From an optimization exercise on the open Yosys and OpenROAD flow, aimed at small area and few clock cycles per item; shortcuts taken in it are not production practice. In this exercise RTL edits were held to simulation tests only and were not proved equivalent to the original. No activity file was given, so power comes from the tool's default toggle rates.

// dual_tone_sample_generator_top
module dual_tone_sample_generator_top (
    input  wire logic                                aclk,
    input  wire logic                                aresetn,
    input  wire logic                                s_tvalid,
    output logic                                     s_tready,
    input  wire logic [dtsg_pkg::S_TDATA_W-1:0]      s_tdata,    
    output logic                                     m_tvalid,
    input  wire logic                                m_tready,
    output logic [dtsg_pkg::M_TDATA_W-1:0]           m_tdata,    
    output logic [0:0]                               m_tuser,    
    input  wire logic                                cfg_wr_en,
    input  wire logic [dtsg_pkg::CFG_INDEX_W-1:0]    cfg_index,
    input  wire logic [dtsg_pkg::CFG_DATA_W-1:0]     cfg_wdata
);
    logic [dtsg_pkg::STEP_W-1:0]  phase_step_a_n_reg;    
    logic [dtsg_pkg::STEP_W-1:0]  phase_step_b_n_reg;    
    logic                         tone_mode_reg;
    logic [dtsg_pkg::AMP_W-1:0]   amplitude_reg;
    logic [dtsg_pkg::COUNT_W-1:0] duration_n_reg;    
    logic [31:0]                  wd0, wd1;
    logic                         wr_step_a, wr_step_b, wr_mode, wr_amp, wr_dur;
    assign wd0 = cfg_wdata & {32{aresetn}};
    assign wd1 = cfg_wdata | {32{!aresetn}};
    function automatic logic [31:0] wsel(input logic [31:0] rst_value);
        wsel = (wd1 & rst_value) | (wd0 & ~rst_value);
    endfunction
  ...
For scale: roughly 67 I/O pins, roughly 0.021 mm² of cells after synthesis.
clock: 10.0 ns
lec_check: 0
abc_area: 1
abc_clock_period_in_ps: 10000
cap_margin: 20
core_margin: 2
core_utilization: 70
slew_margin: 20
synth_hierarchical: 1
synth_minimum_keep_size: 0
standard.sh (not shown) runs the stock make flow with config.mk's settings and CLKGATE_MAP_FILE= SYNTH_SCRIPT=/design/flow/synth_recipe.tcl, a recipe that flattens the netlist after the stock synthesis.
==> flow/flow/run.sh <==
#!/bin/bash
# The standard layout (standard.sh), with two changes:
#  - the port buffers are the smallest buffer cell (buf_1)
#  - clock tree synthesis without dummy loads
export BUFFER_PORTS_ARGS="-buffer_cell sky130_fd_sc_hd__buf_1"
export CTS_ARGS="-sink_clustering_enable -repair_clock_nets -sink_clustering_size 20 -sink_clustering_max_diameter 50 -root_buf sky130_fd_sc_hd__clkbuf_16 -buf_list sky130_fd_sc_hd__clkbuf_8 -dont_use_dummy_load"
bash standard.sh > standard.log 2>&1
Testbench counts at the start, summed over its fixed seeds: cycles 16,032, items 16,000.
Rerun with:
==> flow/flow/run.sh (replaced) <==
#!/bin/bash
# The standard layout (standard.sh), with three changes:
#  - synthesis maps the logic for area only (flow/synth.tcl)
#  - the port buffers are the smallest buffer cell (buf_1)
#  - clock tree synthesis without dummy loads
set -euo pipefail
export FLOW_FLOW_DIR="$PWD/flow"
export BUFFER_PORTS_ARGS="-buffer_cell sky130_fd_sc_hd__buf_1"
export CTS_ARGS="-sink_clustering_enable -repair_clock_nets -sink_clustering_size 20 -sink_clustering_max_diameter 50 -root_buf sky130_fd_sc_hd__clkbuf_16 -buf_list sky130_fd_sc_hd__clkbuf_8 -dont_use_dummy_load"
sed "s#SYNTH_SCRIPT=[^ ]*#SYNTH_SCRIPT=$PWD/flow/synth.tcl#" standard.sh > standard_area_synth.sh
grep -q "SYNTH_SCRIPT=$PWD/flow/synth.tcl" standard_area_synth.sh
bash standard_area_synth.sh > standard.log 2>&1
==> flow/flow/abc_map_area.script (new file) <==
strash
dch -f
map -a
mfs2 -a
strash
dch
map -a
topo
dnsize -c
==> flow/flow/synth.tcl (new file) <==
# The standard flow's synthesis script (synth_recipe.tcl), unchanged except that the
# final technology mapping uses flow/abc_map_area.script: area-only mapping,
# without ABC's buffering and upsizing (the layout's repair steps size and
# buffer for timing and slew instead).
proc synth {args} { yosys synth -nofsm -noshare {*}$args }
proc abc {args} {
  set i [lsearch -exact $args -script]
  if { $i >= 0 } {
    lset args [expr { $i + 1 }] $::env(FLOW_FLOW_DIR)/abc_map_area.script
  }
  yosys abc {*}$args
}
source $::env(SCRIPTS_DIR)/synth.tcl
# left out here: clear keep_hierarchy, flatten, clean up, hide names made inside functions, write 1_2_yosys.v
- SETUP_SLACK_MARGIN: not set -> 0.2
The changed run finished with timing, DRC and antenna clean.
Wire length goes down slightly.
Final cell count goes down by a little under a tenth.
Clock-buffer cell count goes down by 1.
Sequential share of layout area goes up by 0.87 points.
Total power goes up by about a fifth.
Clock power goes down by a few percent.
Worst setup slack got worse by 0.20 ns.
Global-route usage goes up by 1.0 points.
Worst hold slack got worse by 0.052 ns.
Synthesized area goes down by a few percent.
Via count goes down by a few percent.
Rerun with:
==> flow/flow/abc_map_area.script (replaced) <==
strash
dch
map -a
topo
dnsize -c
After rerunning: Final area shrinks by about 0.8%; core utilization shrinks by 0.81 points; sequential cell count is unchanged; clock skew grows by 0.0076 ns; fmax is about the same; non-clock buffer count shrinks by 32.

## run A
Another version of the RTL of dual_tone_sample_generator_top (not shown whole).
Size: roughly 230 flip-flops, roughly 22000 sq um of cells after synthesis.
==> flow/config.mk <==
export PLATFORM = sky130hd
export DESIGN_NAME = dual_tone_sample_generator_top
export DESIGN_NICKNAME = dual_tone_sample_generator_top
export VERILOG_FILES = /design/flow/design.v
export SDC_FILE = /design/flow/constraint.sdc
export NUM_CORES = 4
export LEC_CHECK = 0
export ABC_AREA = 1
export ABC_CLOCK_PERIOD_IN_PS = 10000
export CAP_MARGIN = 20
export CORE_MARGIN = 2
export CORE_UTILIZATION = 40
export CTS_BUF_LIST = sky130_fd_sc_hd__clkbuf_16
export CTS_CLUSTER_DIAMETER = 60
export CTS_CLUSTER_SIZE = 30
export SLEW_MARGIN = 20
export SYNTH_HIERARCHICAL = 1
export SYNTH_MINIMUM_KEEP_SIZE = 0
==> flow/constraint.sdc <==
create_clock -name core_clock -period 10.0 [get_ports {aclk}]
set_input_delay 2.0000 -clock core_clock [delete_from_list [all_inputs] [get_ports {aclk}]]
set_output_delay 2.0000 -clock core_clock [all_outputs]
set_load 0.01 [all_outputs]
run.sh (not shown) runs the stock make flow with config.mk's settings and CLKGATE_MAP_FILE= SYNTH_SCRIPT=/design/flow/synth_recipe.tcl, a recipe that flattens the netlist after the stock synthesis.
Stock flow here: none of the scripts above is used.
Testbench counts of run A, summed over its fixed seeds: cycles 16,032, items 16,000.
Input changes introduced in run B (baseline for comparison: run A):
==> flow/flow/run.sh (new file) <==
#!/bin/bash
# The standard layout (standard.sh), with two changes:
#  - the port buffers are the smallest buffer cell (buf_1)
#  - clock tree synthesis without dummy loads
export BUFFER_PORTS_ARGS="-buffer_cell sky130_fd_sc_hd__buf_1"
export CTS_ARGS="-sink_clustering_enable -repair_clock_nets -sink_clustering_size 30 -sink_clustering_max_diameter 70 -buf_list sky130_fd_sc_hd__clkbuf_16 -dont_use_dummy_load"
bash standard.sh > standard.log 2>&1
==> flow/standard.sh (new file) <==
#!/bin/bash
# synth_recipe.tcl (not shown) runs the flow's synth.tcl, then flattens the netlist and writes it again
# the make line also repeats each setting of config.mk as NAME=value (left out here)
make -C /OpenROAD-flow-scripts/flow DESIGN_CONFIG=/design/flow/config.mk WORK_HOME=/design/flow/orfs CLKGATE_MAP_FILE= SYNTH_SCRIPT=/design/flow/synth_recipe.tcl "${@:-finish}"
--- a/flow/config.mk
+++ b/flow/config.mk
@@ -10,8 +10,8 @@
 export CAP_MARGIN = 20
 export CORE_MARGIN = 2
-export CORE_UTILIZATION = 40
+export CORE_UTILIZATION = 60
 export CTS_BUF_LIST = sky130_fd_sc_hd__clkbuf_16
 export CTS_CLUSTER_DIAMETER = 60
-export CTS_CLUSTER_SIZE = 30
+export CTS_CLUSTER_SIZE = 24
 export SLEW_MARGIN = 20
 export SYNTH_HIERARCHICAL = 1
removed: flow/run.sh
--- outcome ---
[compare] base=run A new=run B: share of the clock period used by the worst path after layout +0.43 points, number of rows in the core area -19%. Against run A, run B comes in 0.91 um higher on average wire per standard cell. When run B is set beside run A, its die area turns out to be about 33% smaller. Summary of run B over run A: count of vias placed by the detailed router saw an increase, area of all sequential standard cells saw little to no change, number of global-route vias before repair saw a decrease, final area saw a decrease.
Modified inputs, run C compared to run B
==> flow/run.sh (new file) <==
#!/bin/bash
# synth_recipe.tcl (not shown) runs the flow's synth.tcl, then flattens the netlist and writes it again
# the make line also repeats each setting of config.mk as NAME=value (left out here)
make -C /OpenROAD-flow-scripts/flow DESIGN_CONFIG=/design/flow/config.mk WORK_HOME=/design/flow/orfs CLKGATE_MAP_FILE= SYNTH_SCRIPT=/design/flow/synth_recipe.tcl finish
--- a/flow/config.mk
+++ b/flow/config.mk
@@ -10,8 +10,8 @@
 export CAP_MARGIN = 20
 export CORE_MARGIN = 2
-export CORE_UTILIZATION = 60
+export CORE_UTILIZATION = 40
 export CTS_BUF_LIST = sky130_fd_sc_hd__clkbuf_16
-export CTS_CLUSTER_DIAMETER = 60
-export CTS_CLUSTER_SIZE = 24
+export CTS_CLUSTER_DIAMETER = 70
+export CTS_CLUSTER_SIZE = 30
 export SLEW_MARGIN = 20
 export SYNTH_HIERARCHICAL = 1
removed: flow/flow/run.sh
removed: flow/standard.sh
## What came out
- Taking run B as the reference, in run C total via count in the routed design dropped 1.6%, total power after layout picked up an extra 9.6%, detailed-routing wirelength on met1 picked up an extra 2300 um.
- Against run B, run C reports a share of cells above drive strength 1 that is higher.
- Compared with run B, in run C fmax now larger, multi-input logic portion of the cell area now smaller, clock-buffer cell count now smaller.
- Of the two candidates, run B has the better design area and run C the worse one.
- Number of logic stages on the critical path including buffering: run C vs run B up 3.8%
- Taking run B as the reference point, the synthesis-to-layout area growth of run C rises by 4.7 points.
- The largest net degree at the start of global routing of run C falls short of that of run B by 21%.
diff inputs: run C => run D
==> flow/flow/run.sh (new file) <==
#!/bin/bash
# The standard layout (standard.sh), with two changes:
#  - the port buffers are the smallest buffer cell (buf_1)
#  - clock tree synthesis without dummy loads
export BUFFER_PORTS_ARGS="-buffer_cell sky130_fd_sc_hd__buf_1"
export CTS_ARGS="-sink_clustering_enable -repair_clock_nets -sink_clustering_size 30 -sink_clustering_max_diameter 70 -buf_list sky130_fd_sc_hd__clkbuf_16 -dont_use_dummy_load"
bash standard.sh > standard.log 2>&1
==> flow/standard.sh (new file) <==
#!/bin/bash
# synth_recipe.tcl (not shown) runs the flow's synth.tcl, then flattens the netlist and writes it again
# the make line also repeats each setting of config.mk as NAME=value (left out here)
make -C /OpenROAD-flow-scripts/flow DESIGN_CONFIG=/design/flow/config.mk WORK_HOME=/design/flow/orfs CLKGATE_MAP_FILE= SYNTH_SCRIPT=/design/flow/synth_recipe.tcl "${@:-finish}"
--- a/flow/config.mk
+++ b/flow/config.mk
@@ -12,6 +12,6 @@
 export CORE_UTILIZATION = 40
 export CTS_BUF_LIST = sky130_fd_sc_hd__clkbuf_16
-export CTS_CLUSTER_DIAMETER = 70
-export CTS_CLUSTER_SIZE = 30
+export CTS_CLUSTER_DIAMETER = 60
+export CTS_CLUSTER_SIZE = 24
 export SLEW_MARGIN = 20
 export SYNTH_HIERARCHICAL = 1
removed: flow/run.sh
Findings:
- In run D, utilization is lower than in run C.
- Run D: total chip power is 610 uW lower than what run C reported.
- Compared to run C, run D has number of global-route vias before repair 272 lower.
- Run D and run C ended up with nearly the same number of nets in the finished design.
- The run with more setup slack is run D; run C has less.
- [diff] clock skew, run D relative to run C: regression
- Area: run D vs run C -> run D smaller
Inputs modified between run D and run E:
==> flow/flow/run.sh <==
#!/bin/bash
# The standard layout (standard.sh), with two changes:
#  - the port buffers are the smallest buffer cell (buf_1)
#  - clock tree synthesis without dummy loads
export BUFFER_PORTS_ARGS="-buffer_cell sky130_fd_sc_hd__buf_1"
export CTS_ARGS="-sink_clustering_enable -repair_clock_nets -sink_clustering_size 24 -sink_clustering_max_diameter 60 -buf_list sky130_fd_sc_hd__clkbuf_16 -dont_use_dummy_load"
bash standard.sh > standard.log 2>&1
Results
- Side by side, relative contribution of sequential cells to total power turned out lower in run E than in run D.
- [compare] base=run D new=run E: final cell utilization of the core +0.23 points, arrival time reported for the critical path endpoint +0.02 ns, routed wire length ~0 delta.
- Run E vs. run D: slack of the critical path shows a reduction of 0.017 ns, worst clock skew shows a reduction of 0.017 ns, power per cell area shows an increase of 2.7 nW/um^2.
- Combinational group share of total power: run D and run E compared, higher one is run D
- Fraction of area in registers (run E over run D): decrease, 0.16 points
diff inputs: run E => run F
==> flow/run.sh (new file) <==
#!/bin/bash
# synth_recipe.tcl (not shown) runs the flow's synth.tcl, then flattens the netlist and writes it again
# the make line also repeats each setting of config.mk as NAME=value (left out here)
make -C /OpenROAD-flow-scripts/flow DESIGN_CONFIG=/design/flow/config.mk WORK_HOME=/design/flow/orfs CLKGATE_MAP_FILE= SYNTH_SCRIPT=/design/flow/synth_recipe.tcl finish
removed: flow/flow/run.sh
removed: flow/standard.sh
- Run F closes out successfully: all stages finished, all timing, DRC and antenna checks passed.
- Run E was carried through to the last stage, and its layout satisfied the timing, DRC and antenna checks.
- Compared with run E, run F shows switching share of total power lower by 2.5 points.
- Run F vs. run E: power grew by 600 uW; count of vias placed by the detailed router shrank by about 0.9%; share of final-layout standard cells stronger than drive strength 1 grew by 0.93 points.
- Summary of run F over run E: average wire length per cell after detail routing moved down; fmax went down 0.52%; number of buffers created by CTS -8.3%; met2 layer usage reported by global route rose 0.43 points; final routed wirelength across all metal layers -about 1.7%.
- Looking at actual slew at the worst max-slew pin across run E and run F, the one that comes out lower is run F.
- Of run E and run F, the run reporting the higher post-route met1 wirelength was run F.

==> re-timing with driven ports <==
The results above use ideal ports. As a check the final layouts listed here were re-extracted and re-timed, cells and wires unchanged.
Step 1, drivers: a clkbuf_16 drives aclk and a buf_2 each remaining input, both assumed.
Step 2 moves the port delays by t, midway between the first and last clock arrival at a register: inputs arrive t later, outputs are due t later. That takes back most of the time a late clock gives input paths.
Slacks: no drivers / after step 1 / after step 2; pairs: no drivers / after step 1.
run	t (ns)	slack for setup (ns)	hold WS [ns]	worst setup path after step 2	worst slew at a driven data input, ns
the first run of note 1	0.524	0.714 / 0.665 / 1.189	0.527 / 0.527 / 0.527	register to output	0.04
the second run of note 1	0.520	0.512 / 0.461 / 0.969	0.476 / 0.476 / 0.476	input to register	0.04
the third run of note 1	0.535	0.509 / 0.459 / 0.994	0.471 / 0.471 / 0.471	register to output	0.04
run A	0.566	0.543 / 0.492 / 1.057	0.488 / 0.488 / 0.488	register to output	0.06
run B	0.569	0.500 / 0.444 / 1.012	0.489 / 0.489 / 0.489	register to output	0.04
run C	0.561	0.539 / 0.488 / 1.049	0.492 / 0.492 / 0.492	register to output	0.06
run D	0.550	0.609 / 0.558 / 1.108	0.506 / 0.506 / 0.506	register to output	0.05
run E	0.564	0.592 / 0.539 / 1.103	0.504 / 0.504 / 0.504	register to output	0.06
run F	0.566	0.543 / 0.492 / 1.057	0.488 / 0.488 / 0.488	register to output	0.06
After both steps setup and hold are still met in every run listed.
